This design comes from an exercise in tuning for small area, a short achievable clock period and few clock cycles on the open sky130 flow, not from production work.
Only simulation tests tie the RTL to the original design; equivalence was not proved.
Power figures rest on the tool's default switching activity, not on a simulated workload.

## run.sh

```bash
#!/bin/bash
# synth_recipe.tcl (not shown) runs the flow's synth.tcl, then flattens the netlist and writes it again
# the make line also repeats each setting of config.mk as NAME=value (left out here)
make -C /OpenROAD-flow-scripts/flow DESIGN_CONFIG=/design/flow/config.mk WORK_HOME=/design/flow/orfs CLKGATE_MAP_FILE= SYNTH_SCRIPT=/design/flow/synth_recipe.tcl finish
```

## config.mk

```make
export PLATFORM = sky130hd
export DESIGN_NAME = fc_mvm_par
export DESIGN_NICKNAME = fc_mvm_par
export VERILOG_FILES = /design/flow/design.v
export SDC_FILE = /design/flow/constraint.sdc
export NUM_CORES = 4
export LEC_CHECK = 0
export CAP_MARGIN = 20
export CORE_MARGIN = 2
export CORE_UTILIZATION = 42
export SETUP_SLACK_MARGIN = 5
export SLEW_MARGIN = 20
```

## constraint.sdc

```tcl
create_clock -name core_clock -period 9.0 [get_ports {clk}]
set_input_delay 1.8000 -clock core_clock [delete_from_list [all_inputs] [get_ports {clk}]]
set_output_delay 1.8000 -clock core_clock [all_outputs]
set_load 0.01 [all_outputs]
```

## design.v

```verilog
package fc_pkg;
  localparam int ACC_W = 35;
endpackage
module fc_mac_lane (
  input  logic        clk,
  input  logic        first_d,    
  input  logic        valid_d,    
  input  logic [15:0] w_d,        
  input  logic [15:0] x1_d,       
  input  logic [17:0] x3_d,       
  input  logic        load,       
  output logic [15:0] result,     
  output logic [15:0] slot        
);
  logic        first, valid;
  logic [15:0] w, x1;
  logic [17:0] x3;
  always_ff @(posedge clk) begin
    first <= first_d;
    valid <= valid_d;
    w     <= w_d;
    x1    <= x1_d;
    x3    <= x3_d;
  end
  logic [34:0] acc_s, acc_c, acc_s_in, acc_c_in, acc_s_nx, acc_c_nx;
  logic [17:0] m1, m2, m3, m4;
  logic [18:0] wx;
  logic [5:0] neg, d1, d2, d3, d4, sb;
  localparam logic [34:0] INIT = 35'h6db700000;
  logic [17:0] pp0;
  logic [17:0] pp1;
  logic [17:0] pp2;
  logic [17:0] pp3;
  logic [17:0] pp4;
  logic [17:0] pp5;
  assign m1 = {{2{x1[15]}}, x1};
  assign m2 = {x1[15], x1, 1'b0};
  assign m3 = x3;
  assign m4 = {x1, 2'b00};
  assign wx = {{2{w[15]}}, w, 1'b0};
  always_comb begin
    for (int i = 0; i < 6; i++) begin
      logic b3, c2, c1, c0;
      b3 = wx[3*i+3];
      c2 = wx[3*i+2] ^ b3;
      c1 = wx[3*i+1] ^ b3;
      c0 = wx[3*i] ^ b3;
      neg[i] = valid & b3;
      d1[i] = ~c2 & (c1 ^ c0);
      d2[i] = (~c2 & c1 & c0) | (c2 & ~c1 & ~c0);
      d3[i] = c2 & (c1 ^ c0);
      d4[i] = c2 & c1 & c0;
    end
  end
  assign pp0 = (({18{d1[0]}} & m1) | ({18{d2[0]}} & m2) | ({18{d3[0]}} & m3) | ({18{d4[0]}} & m4)) ^ {18{neg[0]}};
  assign pp1 = (({18{d1[1]}} & m1) | ({18{d2[1]}} & m2) | ({18{d3[1]}} & m3) | ({18{d4[1]}} & m4)) ^ {18{neg[1]}};
  assign pp2 = (({18{d1[2]}} & m1) | ({18{d2[2]}} & m2) | ({18{d3[2]}} & m3) | ({18{d4[2]}} & m4)) ^ {18{neg[2]}};
  assign pp3 = (({18{d1[3]}} & m1) | ({18{d2[3]}} & m2) | ({18{d3[3]}} & m3) | ({18{d4[3]}} & m4)) ^ {18{neg[3]}};
  assign pp4 = (({18{d1[4]}} & m1) | ({18{d2[4]}} & m2) | ({18{d3[4]}} & m3) | ({18{d4[4]}} & m4)) ^ {18{neg[4]}};
  assign pp5 = (({18{d1[5]}} & m1) | ({18{d2[5]}} & m2) | ({18{d3[5]}} & m3) | ({18{d4[5]}} & m4)) ^ {18{neg[5]}};
  assign sb[0] = valid & ~pp0[17];
  assign sb[1] = valid & ~pp1[17];
  assign sb[2] = valid & ~pp2[17];
  assign sb[3] = valid & ~pp3[17];
  assign sb[4] = valid & ~pp4[17];
  assign sb[5] = valid & ~pp5[17];
  assign acc_s_in = first ? INIT : acc_s;
  assign acc_c_in = first ? '0 : acc_c;
  logic hs0, hc0, hs1, hc1, hs2, hc2, fs0, fc0, hs3, hc3, fs1, fc1, hs4, hc4, fs2, fc2, hs5, hc5, fs3, fc3, fs4, fc4, hs6, hc6, fs5, fc5, fs6, fc6, hs7, hc7, fs7, fc7, fs8, fc8, hs8, hc8, fs9, fc9, fs10, fc10, fs11, fc11, hs9, hc9, fs12, fc12, hs10, hc10, fs13, fc13, hs11, hc11, hs12, hc12, hs13, hc13, hs14, hc14, hs15, hc15, fs14, fc14, hs16, hc16, fs15, fc15, hs17, hc17, fs16, fc16, hs18, hc18, fs17, fc17, fs18, fc18, fs19, fc19, fs20, fc20, fs21, fc21, fs22, fc22, fs23, fc23, fs24, fc24, fs25, fc25, fs26, fc26, fs27, fc27, fs28, fc28, fs29, fc29, fs30, fc30, fs31, fc31, fs32, fc32, fs33, fc33, fs34, fc34, fs35, fc35, fs36, fc36, fs37, fc37, fs38, fc38, fs39, fc39, fs40, fc40, fs41, fc41, fs42, fc42, fs43, fc43, fs44, fc44, fs45, fc45, fs46, fc46, fs47, fc47, fs48, fc48, fs49, fc49, hs19, hc19, fs50, fc50, hs20, hc20, fs51, fc51, hs21, hc21, hs22, hc22, hs23, hc23, hs24, hc24, hs25, hc25, fs52, fc52, fs53, fc53, fs54, fc54, fs55, fc55, fs56, fc56, fs57, fc57, fs58, fc58, fs59, fc59, fs60, fc60, fs61, fc61, fs62, fc62, fs63, fc63, fs64, fc64, fs65, fc65, fs66, fc66, fs67, fc67, fs68, fc68, fs69, fc69, fs70, fc70, fs71, fc71, fs72, fc72, fs73, fc73, fs74, fc74, fs75, fc75, fs76, fc76, fs77, fc77, fs78, fc78, fs79, fc79, hs26, hc26, hs27, hc27, hs28, hc28, fs80, fc80, fs81, fc81, fs82, fc82, fs83, fc83, fs84, fc84, fs85, fc85, fs86, fc86, fs87, fc87, fs88, fc88, fs89, fc89, fs90, fc90, fs91, fc91, fs92, fc92, fs93, fc93, fs94, fc94, fs95, fc95, fs96, fc96, fs97, fc97, fs98, fc98, fs99, fc99, fs100, fc100, fs101, fc101, fs102, fc102, fs103, fc103, fs104, fc104, fs105, fc105, fs106, fc106, fs107, fc107, fs108, fc108, fs109, fc109, fs110, fc110, fs111, fc111, fs112, fc112, hs29, hc29;
  assign hs0 = neg[3] ^ acc_s_in[9];
  assign hc0 = neg[3] & acc_s_in[9];
  assign hs1 = acc_s_in[10] ^ acc_c_in[10];
  assign hc1 = acc_s_in[10] & acc_c_in[10];
  assign hs2 = acc_s_in[11] ^ acc_c_in[11];
  assign hc2 = acc_s_in[11] & acc_c_in[11];
  assign fs0 = neg[4] ^ acc_s_in[12] ^ acc_c_in[12];
  assign fc0 = (neg[4] & acc_s_in[12]) | (acc_c_in[12] & (neg[4] ^ acc_s_in[12]));
  assign hs3 = pp0[12] ^ pp1[9];
  assign hc3 = pp0[12] & pp1[9];
  assign fs1 = acc_s_in[13] ^ acc_c_in[13] ^ pp0[13];
  assign fc1 = (acc_s_in[13] & acc_c_in[13]) | (pp0[13] & (acc_s_in[13] ^ acc_c_in[13]));
  assign hs4 = pp1[10] ^ pp2[7];
  assign hc4 = pp1[10] & pp2[7];
  assign fs2 = acc_s_in[14] ^ acc_c_in[14] ^ pp0[14];
  assign fc2 = (acc_s_in[14] & acc_c_in[14]) | (pp0[14] & (acc_s_in[14] ^ acc_c_in[14]));
  assign hs5 = pp1[11] ^ pp2[8];
  assign hc5 = pp1[11] & pp2[8];
  assign fs3 = neg[5] ^ acc_s_in[15] ^ acc_c_in[15];
  assign fc3 = (neg[5] & acc_s_in[15]) | (acc_c_in[15] & (neg[5] ^ acc_s_in[15]));
  assign fs4 = pp0[15] ^ pp1[12] ^ pp2[9];
  assign fc4 = (pp0[15] & pp1[12]) | (pp2[9] & (pp0[15] ^ pp1[12]));
  assign hs6 = pp3[6] ^ pp4[3];
  assign hc6 = pp3[6] & pp4[3];
  assign fs5 = acc_s_in[16] ^ acc_c_in[16] ^ pp0[16];
  assign fc5 = (acc_s_in[16] & acc_c_in[16]) | (pp0[16] & (acc_s_in[16] ^ acc_c_in[16]));
  assign fs6 = pp1[13] ^ pp2[10] ^ pp3[7];
  assign fc6 = (pp1[13] & pp2[10]) | (pp3[7] & (pp1[13] ^ pp2[10]));
  assign hs7 = pp4[4] ^ pp5[1];
  assign hc7 = pp4[4] & pp5[1];
  assign fs7 = acc_s_in[17] ^ acc_c_in[17] ^ sb[0];
  assign fc7 = (acc_s_in[17] & acc_c_in[17]) | (sb[0] & (acc_s_in[17] ^ acc_c_in[17]));
  assign fs8 = pp1[14] ^ pp2[11] ^ pp3[8];
  assign fc8 = (pp1[14] & pp2[11]) | (pp3[8] & (pp1[14] ^ pp2[11]));
  assign hs8 = pp4[5] ^ pp5[2];
  assign hc8 = pp4[5] & pp5[2];
  assign fs9 = acc_s_in[18] ^ acc_c_in[18] ^ pp1[15];
  assign fc9 = (acc_s_in[18] & acc_c_in[18]) | (pp1[15] & (acc_s_in[18] ^ acc_c_in[18]));
  assign fs10 = pp2[12] ^ pp3[9] ^ pp4[6];
  assign fc10 = (pp2[12] & pp3[9]) | (pp4[6] & (pp2[12] ^ pp3[9]));
  assign fs11 = acc_s_in[19] ^ acc_c_in[19] ^ pp1[16];
  assign fc11 = (acc_s_in[19] & acc_c_in[19]) | (pp1[16] & (acc_s_in[19] ^ acc_c_in[19]));
  assign hs9 = pp2[13] ^ pp3[10];
  assign hc9 = pp2[13] & pp3[10];
  assign fs12 = acc_s_in[20] ^ acc_c_in[20] ^ sb[1];
  assign fc12 = (acc_s_in[20] & acc_c_in[20]) | (sb[1] & (acc_s_in[20] ^ acc_c_in[20]));
  assign hs10 = pp2[14] ^ pp3[11];
  assign hc10 = pp2[14] & pp3[11];
  assign fs13 = acc_s_in[21] ^ acc_c_in[21] ^ pp2[15];
  assign fc13 = (acc_s_in[21] & acc_c_in[21]) | (pp2[15] & (acc_s_in[21] ^ acc_c_in[21]));
  assign hs11 = acc_s_in[22] ^ acc_c_in[22];
  assign hc11 = acc_s_in[22] & acc_c_in[22];
  assign hs12 = acc_s_in[23] ^ acc_c_in[23];
  assign hc12 = acc_s_in[23] & acc_c_in[23];
  assign hs13 = neg[1] ^ acc_s_in[3];
  assign hc13 = neg[1] & acc_s_in[3];
  assign hs14 = acc_s_in[4] ^ acc_c_in[4];
  assign hc14 = acc_s_in[4] & acc_c_in[4];
  assign hs15 = acc_s_in[5] ^ acc_c_in[5];
  assign hc15 = acc_s_in[5] & acc_c_in[5];
  assign fs14 = neg[2] ^ acc_s_in[6] ^ acc_c_in[6];
  assign fc14 = (neg[2] & acc_s_in[6]) | (acc_c_in[6] & (neg[2] ^ acc_s_in[6]));
  assign hs16 = pp0[6] ^ pp1[3];
  assign hc16 = pp0[6] & pp1[3];
  assign fs15 = acc_s_in[7] ^ acc_c_in[7] ^ pp0[7];
  assign fc15 = (acc_s_in[7] & acc_c_in[7]) | (pp0[7] & (acc_s_in[7] ^ acc_c_in[7]));
  assign hs17 = pp1[4] ^ pp2[1];
  assign hc17 = pp1[4] & pp2[1];
  assign fs16 = acc_s_in[8] ^ acc_c_in[8] ^ pp0[8];
  assign fc16 = (acc_s_in[8] & acc_c_in[8]) | (pp0[8] & (acc_s_in[8] ^ acc_c_in[8]));
  assign hs18 = pp1[5] ^ pp2[2];
  assign hc18 = pp1[5] & pp2[2];
  assign fs17 = acc_c_in[9] ^ pp0[9] ^ pp1[6];
  assign fc17 = (acc_c_in[9] & pp0[9]) | (pp1[6] & (acc_c_in[9] ^ pp0[9]));
  assign fs18 = pp2[3] ^ pp3[0] ^ hs0;
  assign fc18 = (pp2[3] & pp3[0]) | (hs0 & (pp2[3] ^ pp3[0]));
  assign fs19 = pp0[10] ^ pp1[7] ^ pp2[4];
  assign fc19 = (pp0[10] & pp1[7]) | (pp2[4] & (pp0[10] ^ pp1[7]));
  assign fs20 = pp3[1] ^ hc0 ^ hs1;
  assign fc20 = (pp3[1] & hc0) | (hs1 & (pp3[1] ^ hc0));
  assign fs21 = pp0[11] ^ pp1[8] ^ pp2[5];
  assign fc21 = (pp0[11] & pp1[8]) | (pp2[5] & (pp0[11] ^ pp1[8]));
  assign fs22 = pp3[2] ^ hc1 ^ hs2;
  assign fc22 = (pp3[2] & hc1) | (hs2 & (pp3[2] ^ hc1));
  assign fs23 = pp2[6] ^ pp3[3] ^ pp4[0];
  assign fc23 = (pp2[6] & pp3[3]) | (pp4[0] & (pp2[6] ^ pp3[3]));
  assign fs24 = hc2 ^ fs0 ^ hs3;
  assign fc24 = (hc2 & fs0) | (hs3 & (hc2 ^ fs0));
  assign fs25 = pp3[4] ^ pp4[1] ^ fc0;
  assign fc25 = (pp3[4] & pp4[1]) | (fc0 & (pp3[4] ^ pp4[1]));
  assign fs26 = hc3 ^ hs4 ^ fs1;
  assign fc26 = (hc3 & hs4) | (fs1 & (hc3 ^ hs4));
  assign fs27 = pp3[5] ^ pp4[2] ^ hc4;
  assign fc27 = (pp3[5] & pp4[2]) | (hc4 & (pp3[5] ^ pp4[2]));
  assign fs28 = hs5 ^ fc1 ^ fs2;
  assign fc28 = (hs5 & fc1) | (fs2 & (hs5 ^ fc1));
  assign fs29 = pp5[0] ^ fs3 ^ hc5;
  assign fc29 = (pp5[0] & fs3) | (hc5 & (pp5[0] ^ fs3));
  assign fs30 = hs6 ^ fc2 ^ fs4;
  assign fc30 = (hs6 & fc2) | (fs4 & (hs6 ^ fc2));
  assign fs31 = fc3 ^ hc6 ^ hs7;
  assign fc31 = (fc3 & hc6) | (hs7 & (fc3 ^ hc6));
  assign fs32 = fc4 ^ fs5 ^ fs6;
  assign fc32 = (fc4 & fs5) | (fs6 & (fc4 ^ fs5));
  assign fs33 = hc7 ^ hs8 ^ fc5;
  assign fc33 = (hc7 & hs8) | (fc5 & (hc7 ^ hs8));
  assign fs34 = fc6 ^ fs7 ^ fs8;
  assign fc34 = (fc6 & fs7) | (fs8 & (fc6 ^ fs7));
  assign fs35 = pp5[3] ^ hc8 ^ fc7;
  assign fc35 = (pp5[3] & hc8) | (fc7 & (pp5[3] ^ hc8));
  assign fs36 = fc8 ^ fs9 ^ fs10;
  assign fc36 = (fc8 & fs9) | (fs10 & (fc8 ^ fs9));
  assign fs37 = pp4[7] ^ pp5[4] ^ hs9;
  assign fc37 = (pp4[7] & pp5[4]) | (hs9 & (pp4[7] ^ pp5[4]));
  assign fs38 = fc9 ^ fc10 ^ fs11;
  assign fc38 = (fc9 & fc10) | (fs11 & (fc9 ^ fc10));
  assign fs39 = pp4[8] ^ pp5[5] ^ hc9;
  assign fc39 = (pp4[8] & pp5[5]) | (hc9 & (pp4[8] ^ pp5[5]));
  assign fs40 = hs10 ^ fc11 ^ fs12;
  assign fc40 = (hs10 & fc11) | (fs12 & (hs10 ^ fc11));
  assign fs41 = pp3[12] ^ pp4[9] ^ pp5[6];
  assign fc41 = (pp3[12] & pp4[9]) | (pp5[6] & (pp3[12] ^ pp4[9]));
  assign fs42 = hc10 ^ fc12 ^ fs13;
  assign fc42 = (hc10 & fc12) | (fs13 & (hc10 ^ fc12));
  assign fs43 = pp2[16] ^ pp3[13] ^ pp4[10];
  assign fc43 = (pp2[16] & pp3[13]) | (pp4[10] & (pp2[16] ^ pp3[13]));
  assign fs44 = pp5[7] ^ hs11 ^ fc13;
  assign fc44 = (pp5[7] & hs11) | (fc13 & (pp5[7] ^ hs11));
  assign fs45 = sb[2] ^ pp3[14] ^ pp4[11];
  assign fc45 = (sb[2] & pp3[14]) | (pp4[11] & (sb[2] ^ pp3[14]));
  assign fs46 = pp5[8] ^ hc11 ^ hs12;
  assign fc46 = (pp5[8] & hc11) | (hs12 & (pp5[8] ^ hc11));
  assign fs47 = acc_s_in[24] ^ acc_c_in[24] ^ pp3[15];
  assign fc47 = (acc_s_in[24] & acc_c_in[24]) | (pp3[15] & (acc_s_in[24] ^ acc_c_in[24]));
  assign fs48 = pp4[12] ^ pp5[9] ^ hc12;
  assign fc48 = (pp4[12] & pp5[9]) | (hc12 & (pp4[12] ^ pp5[9]));
  assign fs49 = acc_s_in[25] ^ acc_c_in[25] ^ pp3[16];
  assign fc49 = (acc_s_in[25] & acc_c_in[25]) | (pp3[16] & (acc_s_in[25] ^ acc_c_in[25]));
  assign hs19 = pp4[13] ^ pp5[10];
  assign hc19 = pp4[13] & pp5[10];
  assign fs50 = acc_s_in[26] ^ acc_c_in[26] ^ sb[3];
  assign fc50 = (acc_s_in[26] & acc_c_in[26]) | (sb[3] & (acc_s_in[26] ^ acc_c_in[26]));
  assign hs20 = pp4[14] ^ pp5[11];
  assign hc20 = pp4[14] & pp5[11];
  assign fs51 = acc_s_in[27] ^ acc_c_in[27] ^ pp4[15];
  assign fc51 = (acc_s_in[27] & acc_c_in[27]) | (pp4[15] & (acc_s_in[27] ^ acc_c_in[27]));
  assign hs21 = acc_s_in[28] ^ acc_c_in[28];
  assign hc21 = acc_s_in[28] & acc_c_in[28];
  assign hs22 = acc_s_in[29] ^ acc_c_in[29];
  assign hc22 = acc_s_in[29] & acc_c_in[29];
  assign hs23 = neg[0] ^ acc_s_in[0];
  assign hc23 = neg[0] & acc_s_in[0];
  assign hs24 = acc_s_in[1] ^ acc_c_in[1];
  assign hc24 = acc_s_in[1] & acc_c_in[1];
  assign hs25 = acc_s_in[2] ^ acc_c_in[2];
  assign hc25 = acc_s_in[2] & acc_c_in[2];
  assign fs52 = acc_c_in[3] ^ pp0[3] ^ pp1[0];
  assign fc52 = (acc_c_in[3] & pp0[3]) | (pp1[0] & (acc_c_in[3] ^ pp0[3]));
  assign fs53 = pp0[4] ^ pp1[1] ^ hc13;
  assign fc53 = (pp0[4] & pp1[1]) | (hc13 & (pp0[4] ^ pp1[1]));
  assign fs54 = pp0[5] ^ pp1[2] ^ hc14;
  assign fc54 = (pp0[5] & pp1[2]) | (hc14 & (pp0[5] ^ pp1[2]));
  assign fs55 = pp2[0] ^ hc15 ^ fs14;
  assign fc55 = (pp2[0] & hc15) | (fs14 & (pp2[0] ^ hc15));
  assign fs56 = fc14 ^ hc16 ^ hs17;
  assign fc56 = (fc14 & hc16) | (hs17 & (fc14 ^ hc16));
  assign fs57 = hc17 ^ hs18 ^ fc15;
  assign fc57 = (hc17 & hs18) | (fc15 & (hc17 ^ hs18));
  assign fs58 = hc18 ^ fc16 ^ fs17;
  assign fc58 = (hc18 & fc16) | (fs17 & (hc18 ^ fc16));
  assign fs59 = fc17 ^ fs19 ^ fc18;
  assign fc59 = (fc17 & fs19) | (fc18 & (fc17 ^ fs19));
  assign fs60 = fc19 ^ fs21 ^ fc20;
  assign fc60 = (fc19 & fs21) | (fc20 & (fc19 ^ fs21));
  assign fs61 = fc21 ^ fs23 ^ fc22;
  assign fc61 = (fc21 & fs23) | (fc22 & (fc21 ^ fs23));
  assign fs62 = fc23 ^ fs25 ^ fc24;
  assign fc62 = (fc23 & fs25) | (fc24 & (fc23 ^ fs25));
  assign fs63 = fc25 ^ fs27 ^ fc26;
  assign fc63 = (fc25 & fs27) | (fc26 & (fc25 ^ fs27));
  assign fs64 = fc27 ^ fs29 ^ fc28;
  assign fc64 = (fc27 & fs29) | (fc28 & (fc27 ^ fs29));
  assign fs65 = fc29 ^ fs31 ^ fc30;
  assign fc65 = (fc29 & fs31) | (fc30 & (fc29 ^ fs31));
  assign fs66 = fc31 ^ fc32 ^ fs33;
  assign fc66 = (fc31 & fc32) | (fs33 & (fc31 ^ fc32));
  assign fs67 = fc33 ^ fc34 ^ fs35;
  assign fc67 = (fc33 & fc34) | (fs35 & (fc33 ^ fc34));
  assign fs68 = fc35 ^ fs37 ^ fc36;
  assign fc68 = (fc35 & fs37) | (fc36 & (fc35 ^ fs37));
  assign fs69 = fs39 ^ fc37 ^ fc38;
  assign fc69 = (fs39 & fc37) | (fc38 & (fs39 ^ fc37));
  assign fs70 = fs41 ^ fc39 ^ fc40;
  assign fc70 = (fs41 & fc39) | (fc40 & (fs41 ^ fc39));
  assign fs71 = fc41 ^ fs43 ^ fc42;
  assign fc71 = (fc41 & fs43) | (fc42 & (fc41 ^ fs43));
  assign fs72 = fc43 ^ fs45 ^ fs46;
  assign fc72 = (fc43 & fs45) | (fs46 & (fc43 ^ fs45));
  assign fs73 = fc45 ^ fs47 ^ fs48;
  assign fc73 = (fc45 & fs47) | (fs48 & (fc45 ^ fs47));
  assign fs74 = hs19 ^ fc47 ^ fc48;
  assign fc74 = (hs19 & fc47) | (fc48 & (hs19 ^ fc47));
  assign fs75 = hc19 ^ hs20 ^ fc49;
  assign fc75 = (hc19 & hs20) | (fc49 & (hc19 ^ hs20));
  assign fs76 = pp5[12] ^ hc20 ^ fc50;
  assign fc76 = (pp5[12] & hc20) | (fc50 & (pp5[12] ^ hc20));
  assign fs77 = pp4[16] ^ pp5[13] ^ hs21;
  assign fc77 = (pp4[16] & pp5[13]) | (hs21 & (pp4[16] ^ pp5[13]));
  assign fs78 = sb[4] ^ pp5[14] ^ hc21;
  assign fc78 = (sb[4] & pp5[14]) | (hc21 & (sb[4] ^ pp5[14]));
  assign fs79 = acc_s_in[30] ^ acc_c_in[30] ^ pp5[15];
  assign fc79 = (acc_s_in[30] & acc_c_in[30]) | (pp5[15] & (acc_s_in[30] ^ acc_c_in[30]));
  assign hs26 = acc_s_in[31] ^ acc_c_in[31];
  assign hc26 = acc_s_in[31] & acc_c_in[31];
  assign hs27 = acc_s_in[32] ^ acc_c_in[32];
  assign hc27 = acc_s_in[32] & acc_c_in[32];
  assign hs28 = acc_c_in[0] ^ pp0[0];
  assign hc28 = acc_c_in[0] & pp0[0];
  assign fs80 = pp0[1] ^ hc23 ^ hs24;
  assign fc80 = (pp0[1] & hc23) | (hs24 & (pp0[1] ^ hc23));
  assign fs81 = pp0[2] ^ hc24 ^ hs25;
  assign fc81 = (pp0[2] & hc24) | (hs25 & (pp0[2] ^ hc24));
  assign fs82 = hc25 ^ hs13 ^ fs52;
  assign fc82 = (hc25 & hs13) | (fs52 & (hc25 ^ hs13));
  assign fs83 = hs14 ^ fc52 ^ fs53;
  assign fc83 = (hs14 & fc52) | (fs53 & (hs14 ^ fc52));
  assign fs84 = hs15 ^ fc53 ^ fs54;
  assign fc84 = (hs15 & fc53) | (fs54 & (hs15 ^ fc53));
  assign fs85 = hs16 ^ fc54 ^ fs55;
  assign fc85 = (hs16 & fc54) | (fs55 & (hs16 ^ fc54));
  assign fs86 = fs15 ^ fc55 ^ fs56;
  assign fc86 = (fs15 & fc55) | (fs56 & (fs15 ^ fc55));
  assign fs87 = fs16 ^ fc56 ^ fs57;
  assign fc87 = (fs16 & fc56) | (fs57 & (fs16 ^ fc56));
  assign fs88 = fs18 ^ fc57 ^ fs58;
  assign fc88 = (fs18 & fc57) | (fs58 & (fs18 ^ fc57));
  assign fs89 = fs20 ^ fc58 ^ fs59;
  assign fc89 = (fs20 & fc58) | (fs59 & (fs20 ^ fc58));
  assign fs90 = fs22 ^ fc59 ^ fs60;
  assign fc90 = (fs22 & fc59) | (fs60 & (fs22 ^ fc59));
  assign fs91 = fs24 ^ fc60 ^ fs61;
  assign fc91 = (fs24 & fc60) | (fs61 & (fs24 ^ fc60));
  assign fs92 = fc61 ^ fs26 ^ fs62;
  assign fc92 = (fc61 & fs26) | (fs62 & (fc61 ^ fs26));
  assign fs93 = fs28 ^ fc62 ^ fs63;
  assign fc93 = (fs28 & fc62) | (fs63 & (fs28 ^ fc62));
  assign fs94 = fs30 ^ fc63 ^ fs64;
  assign fc94 = (fs30 & fc63) | (fs64 & (fs30 ^ fc63));
  assign fs95 = fs32 ^ fc64 ^ fs65;
  assign fc95 = (fs32 & fc64) | (fs65 & (fs32 ^ fc64));
  assign fs96 = fs34 ^ fc65 ^ fs66;
  assign fc96 = (fs34 & fc65) | (fs66 & (fs34 ^ fc65));
  assign fs97 = fs36 ^ fc66 ^ fs67;
  assign fc97 = (fs36 & fc66) | (fs67 & (fs36 ^ fc66));
  assign fs98 = fs38 ^ fc67 ^ fs68;
  assign fc98 = (fs38 & fc67) | (fs68 & (fs38 ^ fc67));
  assign fs99 = fs40 ^ fc68 ^ fs69;
  assign fc99 = (fs40 & fc68) | (fs69 & (fs40 ^ fc68));
  assign fs100 = fs42 ^ fc69 ^ fs70;
  assign fc100 = (fs42 & fc69) | (fs70 & (fs42 ^ fc69));
  assign fs101 = fs44 ^ fc70 ^ fs71;
  assign fc101 = (fs44 & fc70) | (fs71 & (fs44 ^ fc70));
  assign fs102 = fc44 ^ fs72 ^ fc71;
  assign fc102 = (fc44 & fs72) | (fc71 & (fc44 ^ fs72));
  assign fs103 = fc46 ^ fs73 ^ fc72;
  assign fc103 = (fc46 & fs73) | (fc72 & (fc46 ^ fs73));
  assign fs104 = fs49 ^ fc73 ^ fs74;
  assign fc104 = (fs49 & fc73) | (fs74 & (fs49 ^ fc73));
  assign fs105 = fs50 ^ fc74 ^ fs75;
  assign fc105 = (fs50 & fc74) | (fs75 & (fs50 ^ fc74));
  assign fs106 = fs51 ^ fc75 ^ fs76;
  assign fc106 = (fs51 & fc75) | (fs76 & (fs51 ^ fc75));
  assign fs107 = fc51 ^ fs77 ^ fc76;
  assign fc107 = (fc51 & fs77) | (fc76 & (fc51 ^ fs77));
  assign fs108 = hs22 ^ fs78 ^ fc77;
  assign fc108 = (hs22 & fs78) | (fc77 & (hs22 ^ fs78));
  assign fs109 = hc22 ^ fc78 ^ fs79;
  assign fc109 = (hc22 & fc78) | (fs79 & (hc22 ^ fc78));
  assign fs110 = pp5[16] ^ hs26 ^ fc79;
  assign fc110 = (pp5[16] & hs26) | (fc79 & (pp5[16] ^ hs26));
  assign fs111 = sb[5] ^ hc26 ^ hs27;
  assign fc111 = (sb[5] & hc26) | (hs27 & (sb[5] ^ hc26));
  assign fs112 = acc_s_in[33] ^ acc_c_in[33] ^ hc27;
  assign fc112 = (acc_s_in[33] & acc_c_in[33]) | (hc27 & (acc_s_in[33] ^ acc_c_in[33]));
  assign hs29 = acc_s_in[34] ^ acc_c_in[34];
  assign hc29 = acc_s_in[34] & acc_c_in[34];
  assign acc_s_nx[0] = hs28;
  assign acc_c_nx[0] = hs23;
  assign acc_s_nx[1] = hc28;
  assign acc_c_nx[1] = fs80;
  assign acc_s_nx[2] = fc80;
  assign acc_c_nx[2] = fs81;
  assign acc_s_nx[3] = fc81;
  assign acc_c_nx[3] = fs82;
  assign acc_s_nx[4] = fc82;
  assign acc_c_nx[4] = fs83;
  assign acc_s_nx[5] = fc83;
  assign acc_c_nx[5] = fs84;
  assign acc_s_nx[6] = fc84;
  assign acc_c_nx[6] = fs85;
  assign acc_s_nx[7] = fc85;
  assign acc_c_nx[7] = fs86;
  assign acc_s_nx[8] = fc86;
  assign acc_c_nx[8] = fs87;
  assign acc_s_nx[9] = fc87;
  assign acc_c_nx[9] = fs88;
  assign acc_s_nx[10] = fc88;
  assign acc_c_nx[10] = fs89;
  assign acc_s_nx[11] = fc89;
  assign acc_c_nx[11] = fs90;
  assign acc_s_nx[12] = fc90;
  assign acc_c_nx[12] = fs91;
  assign acc_s_nx[13] = fc91;
  assign acc_c_nx[13] = fs92;
  assign acc_s_nx[14] = fc92;
  assign acc_c_nx[14] = fs93;
  assign acc_s_nx[15] = fc93;
  assign acc_c_nx[15] = fs94;
  assign acc_s_nx[16] = fc94;
  assign acc_c_nx[16] = fs95;
  assign acc_s_nx[17] = fc95;
  assign acc_c_nx[17] = fs96;
  assign acc_s_nx[18] = fc96;
  assign acc_c_nx[18] = fs97;
  assign acc_s_nx[19] = fc97;
  assign acc_c_nx[19] = fs98;
  assign acc_s_nx[20] = fc98;
  assign acc_c_nx[20] = fs99;
  assign acc_s_nx[21] = fc99;
  assign acc_c_nx[21] = fs100;
  assign acc_s_nx[22] = fc100;
  assign acc_c_nx[22] = fs101;
  assign acc_s_nx[23] = fc101;
  assign acc_c_nx[23] = fs102;
  assign acc_s_nx[24] = fc102;
  assign acc_c_nx[24] = fs103;
  assign acc_s_nx[25] = fc103;
  assign acc_c_nx[25] = fs104;
  assign acc_s_nx[26] = fc104;
  assign acc_c_nx[26] = fs105;
  assign acc_s_nx[27] = fc105;
  assign acc_c_nx[27] = fs106;
  assign acc_s_nx[28] = fc106;
  assign acc_c_nx[28] = fs107;
  assign acc_s_nx[29] = fc107;
  assign acc_c_nx[29] = fs108;
  assign acc_s_nx[30] = fc108;
  assign acc_c_nx[30] = fs109;
  assign acc_s_nx[31] = fc109;
  assign acc_c_nx[31] = fs110;
  assign acc_s_nx[32] = fc110;
  assign acc_c_nx[32] = fs111;
  assign acc_s_nx[33] = fc111;
  assign acc_c_nx[33] = fs112;
  assign acc_s_nx[34] = fc112;
  assign acc_c_nx[34] = hs29;
  always_ff @(posedge clk) begin
    acc_s <= acc_s_nx;
    acc_c <= acc_c_nx;
  end
  logic [15:0] lo;
  logic [19:0] up;
  logic [19:0] ua, ub, uk;
  logic neg_sum, up_zero;
  assign lo = {1'b0, acc_s[14:0]} + {1'b0, acc_c[14:0]};
  assign ua = acc_s[34:15];
  assign ub = acc_c[34:15];
  assign up = {1'b0, ua[18:0]} + {1'b0, ub[18:0]};
  assign neg_sum = ua[19] ^ ub[19] ^ (up[19] | ((&(ua[18:0] ^ ub[18:0])) & lo[15]));
  assign uk = {ua[18:0] | ub[18:0], lo[15]};
  assign up_zero = ((ua ^ ub) == uk);
  always_comb begin
    if (neg_sum)       result = 16'h0000;
    else if (!up_zero) result = 16'h7fff;
    else               result = {1'b0, lo[14:0]};
  end
  always_ff @(posedge clk) begin
    if (load) slot <= result;
  end
endmodule
module fc_mvm_par #(
  parameter int M = 8,
  parameter int N = 8,
  parameter int T = 16,
  parameter int P = 2,
  parameter int R = 1
) (
  input  logic                     clk,
  input  logic                     reset,
  input  logic                     input_valid,
  output logic                     input_ready,
  input  logic [T-1:0]             input_data,
  output logic                     output_valid,
  input  logic                     output_ready,
  output logic [T-1:0]             output_data,
  input  logic                     w_wr_en,
  input  logic [$clog2(M*N)-1:0]   w_addr,
  input  logic [T-1:0]             w_data,
  output logic                     w_ready
);
  logic [15:0] ring [8][8];       
  logic [2:0]  ph;                
  logic        pend_v;            
  logic [2:0]  pend_row, pend_col;
  logic [15:0] pend_d;
  logic        w_acc, pend_land, pend_v_n;
  assign w_acc     = w_wr_en & w_ready;
  assign pend_land = pend_v & (pend_col == ph);
  assign pend_v_n  = w_acc | (pend_v & ~pend_land);
  always_ff @(posedge clk) begin
    ph     <= ph + 3'd1;
    pend_v <= pend_v_n;
    if (w_acc) begin
      pend_row <= w_addr[5:3];
      pend_col <= w_addr[2:0];
      pend_d   <= w_data;
    end
    for (int r = 0; r < 8; r++) begin
      for (int p = 0; p < 7; p++) ring[r][p] <= ring[r][p+1];
      ring[r][7] <= (pend_land && pend_row == r[2:0]) ? pend_d : ring[r][0];
    end
  end
  logic [2:0]  x_cnt;             
  logic        sk_v;              
  logic [15:0] sk_d;
  logic [2:0]  sk_col;
  logic        xv;                
  logic [15:0] x_d;
  logic [2:0]  x_col;
  logic [2:0]  rd_pos;            
  logic        s1_last;           
  logic [15:0] x1_nx;             
  logic [17:0] x3_nx;             
  logic        s1_valid_nx, s1_first_nx;
  logic [15:0] w_nx [8];          
  logic        acc_done;          
  logic [15:0] slot [8];          
  logic [2:0]  rp;                
  logic [3:0]  sc;                
  logic [15:0] res [8];
  logic accept, ofree, cp, acc_done_n, move, xfree, sk_v_n;
  logic [3:0] sc_n;
  logic [2:0] x_cnt_n;
  assign accept  = input_valid & input_ready;
  assign ofree   = ~output_valid | output_ready;
  assign cp      = acc_done & (sc == 4'd0);
  assign acc_done_n = (acc_done & ~cp) | s1_last;
  always_comb begin
    if (cp)                       sc_n = ofree ? 4'd7 : 4'd8;
    else if (ofree && sc != 4'd0) sc_n = sc - 4'd1;
    else                          sc_n = sc;
  end
  assign move    = xv & ((x_col != 3'd0) | ~acc_done_n | (sc_n == 4'd0));
  assign xfree   = move | ~xv;
  assign sk_v_n  = (sk_v | accept) & ~xfree;
  assign x_cnt_n = x_cnt + {2'b0, accept};
  always_ff @(posedge clk or posedge reset) begin
    if (reset) begin
      x_cnt        <= '0;
      sk_v         <= 1'b0;
      xv           <= 1'b0;
      s1_last      <= 1'b0;
      acc_done     <= 1'b0;
      sc           <= '0;
      rp           <= '0;
      output_valid <= 1'b0;
      output_data  <= '0;
      input_ready  <= 1'b0;
      w_ready      <= 1'b0;
    end else begin
      x_cnt        <= x_cnt_n;
      sk_v         <= sk_v_n;
      if (xfree) xv <= sk_v | accept;
      s1_last      <= move & (x_col == 3'd7);
      acc_done     <= acc_done_n;
      sc           <= sc_n;
      if (cp) begin
        rp <= ofree ? 3'd1 : 3'd0;
        if (ofree) begin
          output_valid <= 1'b1;
          output_data  <= res[0];
        end
      end else if (ofree) begin
        output_valid <= (sc != 4'd0);
        if (sc != 4'd0) begin
          output_data <= slot[rp];
          rp          <= rp + 3'd1;
        end
      end
      input_ready  <= ~sk_v_n;
      w_ready      <= (x_cnt_n == 3'd0) & ~sk_v_n & ~pend_v_n;
    end
  end
  always_ff @(posedge clk) begin
    if (accept & ~xfree) begin
      sk_d   <= input_data;
      sk_col <= x_cnt;
    end
    if (xfree) begin
      x_d    <= sk_v ? sk_d : input_data;
      x_col  <= sk_v ? sk_col : x_cnt;
      rd_pos <= (sk_v ? sk_col : x_cnt) - ph - 3'd1;
    end else begin
      rd_pos <= rd_pos - 3'd1;    
    end
  end
  logic [17:0] x_ext;
  assign x_ext  = {{2{x_d[15]}}, x_d};
  assign s1_valid_nx = move;
  assign s1_first_nx = move & (x_col == 3'd0);
  assign x1_nx = move ? x_d : 16'd0;
  assign x3_nx = move ? x_ext + {x_ext[16:0], 1'b0} : 18'd0;
  always_comb begin
    for (int r = 0; r < 8; r++)
      w_nx[r] = (pend_v && pend_row == r[2:0] && pend_col == x_col) ? pend_d
                                                                    : ring[r][rd_pos];
  end
  for (genvar r = 0; r < 8; r++) begin : g_row
    fc_mac_lane u_lane (
      .clk    (clk),
      .first_d (s1_first_nx),
      .valid_d (s1_valid_nx),
      .w_d     (w_nx[r]),
      .x1_d    (x1_nx),
      .x3_d    (x3_nx),
      .load    (cp),
      .slot    (slot[r]),
      .result (res[r])
    );
  end
endmodule
```

==> results.yml, run 1 <==
floorplanning:
  fp.dieW_um: 542
  start_util: 0.422
  die_area_mm2: 0.294
  io_pins: 62
  die_y_um: 542
  coreArea_mm2: 0.288
  std_cell_rows: 197
timing:
  fin_skew_ps: 127
  slew_headroom: 0.158
  fmax_mhz: 250
  final-max-slew-violation-count: 0
  hold_viol: 0
  tns_ps: 0
  finalCriticalPeriod_ps: 4000
  tightestPinTransition_ps: 1260
  rsz0062_at_grt: "yes"
  finalSetupViolCount: 0
  period_share: 0.445
synthesis:
  yosysWarnings: 8
  synth_seq_cells: 1965
  synth_top_area_frac: 0.288
  synth_nets: 14000
  synth.area.top_cells: "dfxtp_1 (29%), fa_1 (15%), xnor2_1 (7.3%)"
  synthesis.area_mm2: 0.122
  synth_edf_count: 180
  async_flop_share: 0.0163
  netlist_instances: 12400
  ys.flop_type: "dfxtp_1"
  yosysUniqueCellTypes: 89
  yosys.area.top_type: "dfxtp_1"
  synth_area_per_cell_um2: 9.83
  seq_area_frac_synth: 0.339
power_and_ir_drop:
  switchingPower_uw: 19900
  power_density_mw_per_mm2: 325
  p_int_uw: 24700
  p_leak_uw: 0.0570
  pwr-share-clk: 0.204
  comb_power_share: 0.518
  sw_frac_of_total: 0.446
  peakVddDrop_uv: 181
  pwr-share-seq: 0.278
global_route:
  grt_max_degree: 163
  antenna_found_initial: 45
  track_usage: 0.265
  grt-ovfl-total: 0
  first_global_vias: 93500
  grt_pass1_wl_um: 595000
placement:
  dpl.hpwl_um: 264000
  io_buffer_count: 60
  place_congestion: 0.933
  placed_cells: 15500
clocking:
  clock-sinks: 1965
  clk_latency_ps: 940
  h-tree-depth: 4
  clockBufferDepth: 4
  cts_tree: "done"
  root_buffer: "clkbuf_16"
  cts_buffers: 214
  clkSlewWorstSetupHoldPaths_ps: 60
  cts_hold_buf: 0
critical_path:
  critical_path_required_ps: 9750
  worstSetupPathType: "flip-flop to flip-flop"
  cp-start-kind: "flip-flop"
  cp_max_fo: 8
  cp.arrival_ps: 4750
  cp-end-kind: "flip-flop"
cells_and_area:
  post_route_cells_drive_above_1_share: 0.118
  stdcell_count: 16100
  layout_common_cells: "dfxtp_1 (1657), inv_1 (1370), xnor2_1 (1001), fa_1 (909), nand2_1 (767)"
  final_common_cell: "dfxtp_1"
  nets: 13800
  area_growth_pct: 12.7
routing:
  firstDrtPassIters: 9
  wl_um: 406000
  vias: 94300
  avgRoutedWirePerCell_um: 25.2
  avgViaCountPerCell: 5.86
  drt_iter0_drc: 10900
  ant_nets: 0
  drc: 0
flow_run:
  maxCapViolCount: 0
status:
  status: "no timing/DRC/antenna violations"
hold_path:
  min_path_type: "flip-flop to flip-flop"
[cell families (layout without fill, tap and decap cells)]
logic type | after synthesis | in the layout | share of synthesized area
adder cells (fa/ha/maj) | 1601 | 1601 | 0.221
multiplexers | 208 | 208 | 0.0193
AND/OR/NAND/NOR | 2366 | 2369 | 0.0916
AO/OA/AOI/OAI | 2676 | 2676 | 0.168
buffers and inverters | 2353 | 2261 | 0.0730
other | 1 | 22 | 0.0000308
flip-flops | 1965 | 1965 | 0.339
XOR/XNOR | 1213 | 1213 | 0.0874
[cells in the mapped netlist (all sizes together), types with 5 or more instances]
| cell type | count |
|---|---|
| and2 | 48 |
| nor2 | 660 |
| nand3 | 62 |
| o41ai | 6 |
| a21boi | 6 |
| nand3b | 65 |
| o211ai | 30 |
| a22o | 649 |
| or2 | 75 |
| a21oi | 332 |
| clkbuf | 859 |
| and4 | 8 |
| inv | 1420 |
| a211oi | 127 |
| dfrtp | 32 |
| nor3 | 42 |
| o31ai | 6 |
| xnor2 | 1019 |
| o21ai | 299 |
| o22ai | 9 |
| a31oi | 117 |
| xor2 | 194 |
| nor2b | 224 |
| ha | 687 |
| a2111oi | 7 |
| buf | 73 |
| a41oi | 101 |
| fa | 914 |
| dfxtp | 1753 |
| a222oi | 104 |
| a21o | 65 |
| o21a | 20 |
| mux2 | 205 |
| nand2b | 223 |
| and3 | 24 |
| a22oi | 111 |
| nand2 | 811 |
| nand4 | 67 |
| o21bai | 7 |
| edfxtp | 180 |
| or3 | 16 |
| nor4 | 33 |
| a32o | 5 |
| a221oi | 634 |
| a211o | 7 |
[worst paths after layout]
| kind | from | end | slack [ps] | cells past startpoint |
|---|---|---|---|---|
| max reg2reg | g_row[7].u_lane.x1[14] | g_row[0].u_lane.acc_c[16] | 5000 | 14 |
| max | g_row[7].u_lane.x1[14] | g_row[0].u_lane.acc_c[16] | 5000 | 14 |
| max in group asynchronous | reset | acc_done | 7040 | 2 |
| min in group asynchronous | reset | x_cnt[2] | 1400 | 2 |
| min | ring[59][0] | ring[58][0] | 290 | 0 |
| min reg2reg | ring[59][0] | ring[58][0] | 290 | 0 |
[worst max-delay path, cell delays in order, from the launching register on]
cell	delay [ps]
dfxtp_4	380
buf_16	160
buf_4	200
buf_4	180
inv_1	50
o21ai_0	60
a221oi_1	340
xnor2_1	190
fa_1	520
inv_1	70
fa_1	450
fa_1	560
inv_1	60
fa_1	540
inv_1	40
[layer usage]
layer	GRT usage	wire (um)	vias to the layer above
li1	-	-	41800
met1	0.349	165000	46300
met2	0.411	177000	4840
met3	0.0602	40900	1275
met4	0.127	23100	32
met5	0	226	-
[final cells by class]
type	count	area, um2
Sequential cell	1965	41600
Inverter	1421	5420
Multi-Input combinational cell	8068	73100
Clock buffer	295	6220
Antenna cell	21	52.6
Timing Repair Buffer	451	4960
Clock inverter	94	1040
Tap cell	3781	4730
Fill cell	26200	151000
[power by group through the flow]
| stage | clock [uW] | combinational [uW] | sequential [uW] |
|---|---|---|---|
| after floorplan | 0 | 15400 | 11700 |
| after global placement | 0 | 21100 | 12600 |
| after detailed placement | 0 | 21600 | 12600 |
| after CTS | 9220 | 22400 | 12400 |
| after global routing | 9570 | 25700 | 12600 |
| final | 9100 | 23100 | 12400 |
[state kept, by name (all words and copies together), names as in the netlist, 4 cells and up]
register / cells
g_row.u_lane.x3: 18
output_data: 15
sc: 4
pend_d: 16
g_row.u_lane.acc_s: 280
x_d: 16
g_row.u_lane.w: 128
sk_d: 16
g_row.u_lane.acc_c: 280
g_row.u_lane.slot: 120
g_row.u_lane.x1: 14
ring: 1024
[metrics by stage]
stage	power (uW)	setup slack, ps	hold WS, ps	utilization	instance area [um2]
finish	44600	5000	291	0.476	137000
global route	47800	4890	289	0.476	137000
CTS	44000	4980	272	0.469	135000
detailed placement	34300	2780	333	0.435	125000
global placement	33700	2890	328	0.435	125000
floorplan	27200	5020	326	-	122000
[timing repair]
item                       in CTS  in global routing
pin swaps                      15                 30
setup endpoints to repair     402                198
setup buffers                  87                 82
resized for setup             358                207
cloned                         10                 12
Testbench counts, summed over its fixed seeds: cycles 1,624.
==> inputs of run 2 (changes only) <==
--- a/config.mk
+++ b/config.mk
@@ -7,6 +7,7 @@
 export LEC_CHECK = 0
 export CAP_MARGIN = 20
 export CORE_MARGIN = 2
-export CORE_UTILIZATION = 42
+export CORE_UTILIZATION = 45
+export PLACE_DENSITY = 0.7
 export SETUP_SLACK_MARGIN = 5
 export SLEW_MARGIN = 20
==> run 2 against run 1 <==
  * Cell count fell by 2.0%
  * Global-route usage increased by 0.32 points
  * Critical path depth fell by 5
  * Sequential power about the same
  * Combinational power shrank 2%
  * Sequential share of layout area increased by 0.44 points
  * Worst setup slack got worse by 59 ps
  * First-iteration DRC count rose by 4.1%
  * Flip-flop and latch count is the same
  * Core utilization increased by 2.8 points
  * Synthesized area unchanged
  * Via count decreased by 1.1%
==> results.yml, run 2 <==
cells_and_area:
  post_route_cells_drive_above_1_share: 0.105
  top_regs: "ring (1024), g_row.u_lane.acc_c (280), g_row.u_lane.acc_s (280)"
  top_register: "ring"
  final_common_cell: "dfxtp_1"
  largest_reg_flops: 1024
  area.sequential_mm2: 0.0416
  layout_common_cells: "dfxtp_1 (1661), inv_1 (1371), xnor2_1 (1010), fa_1 (911), nand2_1 (776)"
  nets: 13700
  nFillCells: 23600
  multiInputGateArea_mm2: 0.0724
  fin_util: 0.504
  area_growth_pct: 11.1
clocking:
  clock-sinks: 1965
  cts_tree: "done"
  clk_latency_ps: 890
  clkSlewWorstSetupHoldPaths_ps: 70
  clockBufferDepth: 3
  cts_hold_buf: 0
  root_buffer: "clkbuf_16"
  h-tree-depth: 4
  cts_buffers: 203
synthesis:
  async_flop_share: 0.0163
  synth_nets: 14000
  yosysUniqueCellTypes: 89
  synth_seq_cells: 1965
  synth_top_area_frac: 0.288
  synth_edf_count: 180
  synth_area_per_cell_um2: 9.83
  ys.flop_type: "dfxtp_1"
  synth.area.top_cells: "dfxtp_1 (29%), fa_1 (15%), xnor2_1 (7.3%)"
  netlist_instances: 12400
  seq_area_frac_synth: 0.339
  yosysMostFrequentCell: "dfxtp_1"
  yosysWarnings: 8
  synthTopCellsByCount: "dfxtp_1 (1753), inv_1 (1387), xnor2_1 (1018)"
  yosys.area.top_type: "dfxtp_1"
  synthesis.area_mm2: 0.122
timing:
  slew_headroom: 0.199
  finalCriticalPeriod_ps: 4060
  rsz0062_at_grt: "yes"
  hold_viol: 0
  fin_hold_ws_ps: 331
  fmax_mhz: 246
  period_share: 0.451
  fin_skew_ps: 46.7
  final-max-slew-violation-count: 0
  finalSetupViolCount: 0
  tns_ps: 0
  tightestPinTransition_ps: 1200
placement:
  place_congestion: 0.908
  io_buffer_count: 60
  dpl.hpwl_um: 245000
critical_path:
  cp.buffers_inverters: 3
  critPathTopFamily: "simple AND/OR/NAND/NOR gates"
  cp-end-kind: "flip-flop"
  worstSetupPathType: "flip-flop to flip-flop"
  crit_cells: 9
  cp_cell_sequence: "inv_1, ha_1, buf_4, and2_4, or4_1, nor2_1, buf_4, nand2_1, a31oi_1"
  cp.arrival_ps: 4730
  cp_max_fo: 23
  cp_common_cell: "buf_4"
  cp-start-kind: "flip-flop"
  slowest_stage: "a31oi_1"
  critical_path_required_ps: 9670
  slowest_delay_ps: 1040
  reg2regPathDepth: 9
global_route:
  track_usage: 0.268
  grt_max_degree: 146
  grt-ovfl-total: 0
  antenna_found_initial: 31
  grt_pass1_wl_um: 565000
  first_global_vias: 90300
floorplanning:
  coreArea_mm2: 0.268
  io_pins: 62
  start_util: 0.453
  die_area_mm2: 0.275
  fp.dieW_um: 524
  die_y_um: 524
  std_cell_rows: 190
power_and_ir_drop:
  power_density_mw_per_mm2: 327
  p_leak_uw: 0.0563
  peakVddDrop_uv: 249
routing:
  drt_iter0_drc: 11300
  avgViaCountPerCell: 5.91
  vias: 93200
  ant_nets: 0
  drc: 0
  wl_um: 382000
  firstDrtPassIters: 9
  avgRoutedWirePerCell_um: 24.2
status:
  status: "no timing/DRC/antenna violations"
hold_path:
  hold_depth: 0
  min_path_type: "flip-flop to flip-flop"
flow_run:
  maxCapViolCount: 0
==> run 2: cell counts after synthesis <==
Identical to the previous run, type by type.
==> run 2: cell type report <==
| type | instances | share of cell area |
|---|---|---|
| Antenna cell | 13 | 0.000241 |
| Clock buffer | 277 | 0.0426 |
| Clock inverter | 101 | 0.0106 |
| Inverter | 1421 | 0.0400 |
| Multi-Input combinational cell | 8070 | 0.536 |
| Sequential cell | 1965 | 0.307 |
| Tap cell | 3552 | 0.0329 |
| Timing Repair Buffer | 377 | 0.0303 |
==> run 2: worst paths after layout <==
kind	startpoint	end	slack (ps)
worst max-delay path	rd_pos[0]	g_row[7].u_lane.w[14]	4940
worst min-delay path	ring[20][4]	ring[19][4]	330
worst max register to register	rd_pos[0]	g_row[7].u_lane.w[14]	4940
worst min register to register	ring[20][4]	ring[19][4]	330
max in group asynchronous	reset	sk_v	6810
min in group asynchronous	reset	output_data[11]	1480
==> run 2: cells by family (layout without fill, tap and decap cells) <==
logic type               count (synthesis)  after routing  synth area share
AND/OR/NAND/NOR                       2366           2371            0.0916
flip-flops                            1965           1965             0.339
XOR/XNOR                              1213           1213            0.0874
AO/OA/AOI/OAI                         2676           2676             0.168
buffers and inverters                 2353           2176            0.0730
multiplexers                           208            208            0.0193
adder cells (fa/ha/maj)               1601           1601             0.221
other                                    1             14         0.0000308
==> run 2: repair_timing <==
action                                  4_1_cts  5_1_grt
pin swaps                                     7       13
resized for setup                           186      222
cloned                                        8       11
buffers inserted                             44       55
endpoints found under the setup margin      325      238
==> run 2: worst reg2reg max path, cell delays in order (launching register included) <==
cell and delay (ps):
dfxtp_1 360, inv_1 130, ha_1 240, buf_4 240
and2_4 360, or4_1 500, nor2_1 110, buf_4 250
nand2_1 630, a31oi_1 1040
==> run 2: power by group <==
part | switching (uW) | leakage [uW] | internal, uW
clock | 3780 | 0.00348 | 5200
combinational | 14400 | 0.0364 | 8280
sequential | 1640 | 0.0164 | 10900
total | 19800 | 0.0563 | 24400
==> run 2: through the flow <==
stage,setup WS (ps),cell area [um2],cells,power (uW)
after floorplan,5020,122000,12400,27200
after global placement,3290,125000,15300,33500
after detailed placement,3170,125000,15300,34100
after CTS,4860,134000,15700,43600
after global routing,4990,135000,15800,47400
final,4940,135000,15800,44200
==> run 2: routing by layer <==
metal / track usage / routed length [um]
met5: 0 / 118
met4: 0.120 / 22200
met3: 0.0656 / 42300
met2: 0.404 / 161000
met1: 0.364 / 156000
==> inputs of run 3 (changes only) <==
--- a/config.mk
+++ b/config.mk
@@ -8,6 +8,8 @@
 export CAP_MARGIN = 20
 export CORE_MARGIN = 2
 export CORE_UTILIZATION = 45
+export CTS_CLUSTER_DIAMETER = 100
+export CTS_CLUSTER_SIZE = 24
 export PLACE_DENSITY = 0.7
 export SETUP_SLACK_MARGIN = 5
 export SLEW_MARGIN = 20
==> run 3 against run 2 <==
  * Final area shrank 2.8%
  * Core utilization down 1.4 points
  * Die area unchanged
  * Combinational power is essentially flat
  * Clock skew is 25 ps higher
  * Synthesized cell count unchanged
  * Still clean
  * Sequential share of layout area up 0.89 points
==> results.yml, run 3 <==
hold_path:
  min_path_type: "flip-flop to flip-flop"
  worstHoldStart: "ring[5][13]"
power_and_ir_drop:
  p_leak_uw: 0.0545
  power_density_mw_per_mm2: 310
  peakVddDrop_uv: 277
global_route:
  grt_pass1_wl_um: 557000
  grt-ovfl-total: 0
  grt_max_degree: 146
  track_usage: 0.264
  first_global_vias: 88900
  antenna_found_initial: 32
critical_path:
  worstSetupPathType: "flip-flop to flip-flop"
  worstSetupStartpoint: "g_row[1].u_lane.acc_c[1]"
  cp_max_fo: 15
  cp-end-kind: "flip-flop"
  cp.arrival_ps: 4550
  critical_path_required_ps: 9480
  cp-start-kind: "flip-flop"
  r2r_start: "g_row[1].u_lane.acc_c[1]"
timing:
  finalCriticalPeriod_ps: 4070
  fin_ws_ps: 4930
  tightestPinTransition_ps: 1210
  rsz0062_at_grt: "yes"
  slew_headroom: 0.196
  period_share: 0.452
  fin_skew_ps: 71.4
  fin_hold_ws_ps: 323
  hold_viol: 0
  fmax_mhz: 246
  tns_ps: 0
  finalSetupViolCount: 0
  final-max-slew-violation-count: 0
cells_and_area:
  final_common_cell: "dfxtp_1"
  top_regs: "ring (1024), g_row.u_lane.acc_c (280), g_row.u_lane.acc_s (280)"
  layout_common_cells: "dfxtp_1 (1657), inv_1 (1372), xnor2_1 (1012), fa_1 (910), nand2_1 (777)"
  top_register: "ring"
  post_route_cells_drive_above_1_share: 0.0925
  nFillCells: 24200
  largest_reg_flops: 1024
  fin_util: 0.490
  nets: 13600
  area_growth_pct: 7.99
status:
  status: "no timing/DRC/antenna violations"
clocking:
  root_buffer: "clkbuf_16"
  cts_tree: "done"
  cts_buffers: 104
  clock-sinks: 1965
  h-tree-depth: 3
  clk_latency_ps: 820
  clockBufferDepth: 3
  clkSlewWorstSetupHoldPaths_ps: 100
floorplanning:
  die_y_um: 524
  fp.dieW_um: 524
  io_pins: 62
  std_cell_rows: 190
  coreArea_mm2: 0.268
  start_util: 0.453
  die_area_mm2: 0.275
synthesis:
  yosys.area_share.xor_xnor: 0.0874
  yosysWarnings: 8
  synth_top_area_frac: 0.288
  synthesis.area_mm2: 0.122
  async_flop_share: 0.0163
  yosysMostFrequentCell: "dfxtp_1"
  synth_seq_cells: 1965
  netlist_instances: 12400
  synth_mux_area_frac: 0.0193
  synth_compound_area_frac: 0.168
  seq_area_frac_synth: 0.339
  yosys.area.top_type: "dfxtp_1"
  synth_area_per_cell_um2: 9.83
  synth_adder_area_share: 0.221
  yosysUniqueCellTypes: 89
  synth_top_family_by_area: "adder cells"
  synth_nets: 14000
  ys.flop_type: "dfxtp_1"
  yosys.area_share.simple: 0.0916
  synthTopCellsByCount: "dfxtp_1 (1753), inv_1 (1387), xnor2_1 (1018)"
  synth.area.top_cells: "dfxtp_1 (29%), fa_1 (15%), xnor2_1 (7.3%)"
  synth_edf_count: 180
routing:
  avgViaCountPerCell: 5.92
  ant_nets: 0
  avgRoutedWirePerCell_um: 24.2
  drc: 0
  wl_um: 378000
  firstDrtPassIters: 9
  vias: 92300
  drt_iter0_drc: 10900
flow_run:
  maxCapViolCount: 0
placement:
  place_worst_setup_slack_ps: 3170
  place_congestion: 0.908
  io_buffer_count: 60
  dpl.hpwl_um: 245000
## run 3: timing repair
item,CTS,global route
setup endpoints to repair,337,228
buffers inserted,44,71
gates cloned,7,12
resized for setup,193,224
pin swaps,7,11
hold buffers,0,0
## run 3: layout make-up
| type | instances | area [um2] | share of cell area |
|---|---|---|---|
| well taps | 3552 | 4440 | 0.0338 |
| inverters | 1421 | 5410 | 0.0412 |
| flip-flops and latches | 1965 | 41600 | 0.316 |
| clock buffers | 126 | 2750 | 0.0209 |
| repair buffers | 393 | 4210 | 0.0320 |
| diodes | 20 | 50.0 | 0.000381 |
| clock inverters | 35 | 539 | 0.00410 |
| multi-input cells | 8070 | 72400 | 0.551 |
## run 3: final timing paths
check	to	slack [ps]	cells after the start
min	ring[4][13]	320	0
min reg2reg	ring[4][13]	320	0
max reg2reg	g_row[1].u_lane.slot[10]	4930	10
max in group asynchronous	xv	6800	2
min in group asynchronous	output_data[9]	1520	2
max	g_row[1].u_lane.slot[10]	4930	10
## run 3: critical path, stage by stage, from the launching register on
cell	delay, ps
dfxtp_1	330
ha_1	290
a21oi_1	210
o211ai_1	170
o21ai_1	350
o211ai_1	230
a311oi_1	680
o21ai_0	250
xnor2_1	180
buf_4	220
a21oi_1	810
## run 3: metrics by stage
stage | area (um2) | std cells | total power (uW)
floorplan | 122000 | 12400 | 27200
global placement | 125000 | 15300 | 33500
detailed placement | 125000 | 15300 | 34100
CTS | 130000 | 15500 | 40000
global route | 131000 | 15600 | 43800
finish | 131000 | 15600 | 40700
## run 3: where the power goes
part | switching [uW] | internal (uW)
combinational | 14400 | 8280
sequential | 1620 | 10900
clock | 3150 | 2320
total | 19200 | 21500
## run 3: per-layer routing
layer / vias up / GRT usage / part of all wire
li1: 41300 / - / -
met3: 1139 / 0.0658 / 0.11
met5: - / 0 / 0.00030
met1: 44800 / 0.359 / 0.41
met2: 4986 / 0.397 / 0.42
met4: 16 / 0.116 / 0.053
## run 3: cells by family (layout without fill, tap and decap cells)
| family | count (synthesis) | after routing |
|---|---|---|
| other | 1 | 21 |
| and+or+nand+nor | 2366 | 2371 |
| buffers and inverters | 2353 | 1975 |
| AOI/OAI and AO/OA | 2676 | 2676 |
| muxes | 208 | 208 |
| DFF | 1965 | 1965 |
| adders and majority gates | 1601 | 1601 |
| xor gates and xnor gates | 1213 | 1213 |

## re-timing with driven ports
The flow's constraints put no driver on any port. The routed layouts listed below were extracted and timed again, unchanged, in two steps. Step 1 assumes that a clkbuf_16 drives the clock port and a buf_2 every other input. Step 2 moves the port delays by t, midway between the first and last clock arrival at a register: inputs arrive t later, outputs are due t later. That takes back most of the time a late clock gives input paths. Slacks: ideal / step 1 / step 2; pairs: ideal / step 1.
| run | t, ns | setup WS [ns] | worst setup path after step 2 |
|---|---|---|---|
| run 1 | 0.983 | 4.997 / 4.997 / 4.279 | input to register |
| run 2 | 0.963 | 4.938 / 4.938 / 4.219 | input to register |
| run 3 | 0.887 | 4.934 / 4.934 / 4.261 | input to register |
After both steps every run listed still meets setup and hold. For run 2, which loses most, drivers alone change the setup slack by 0.000 ns; drivers and shift together by -0.719 ns.
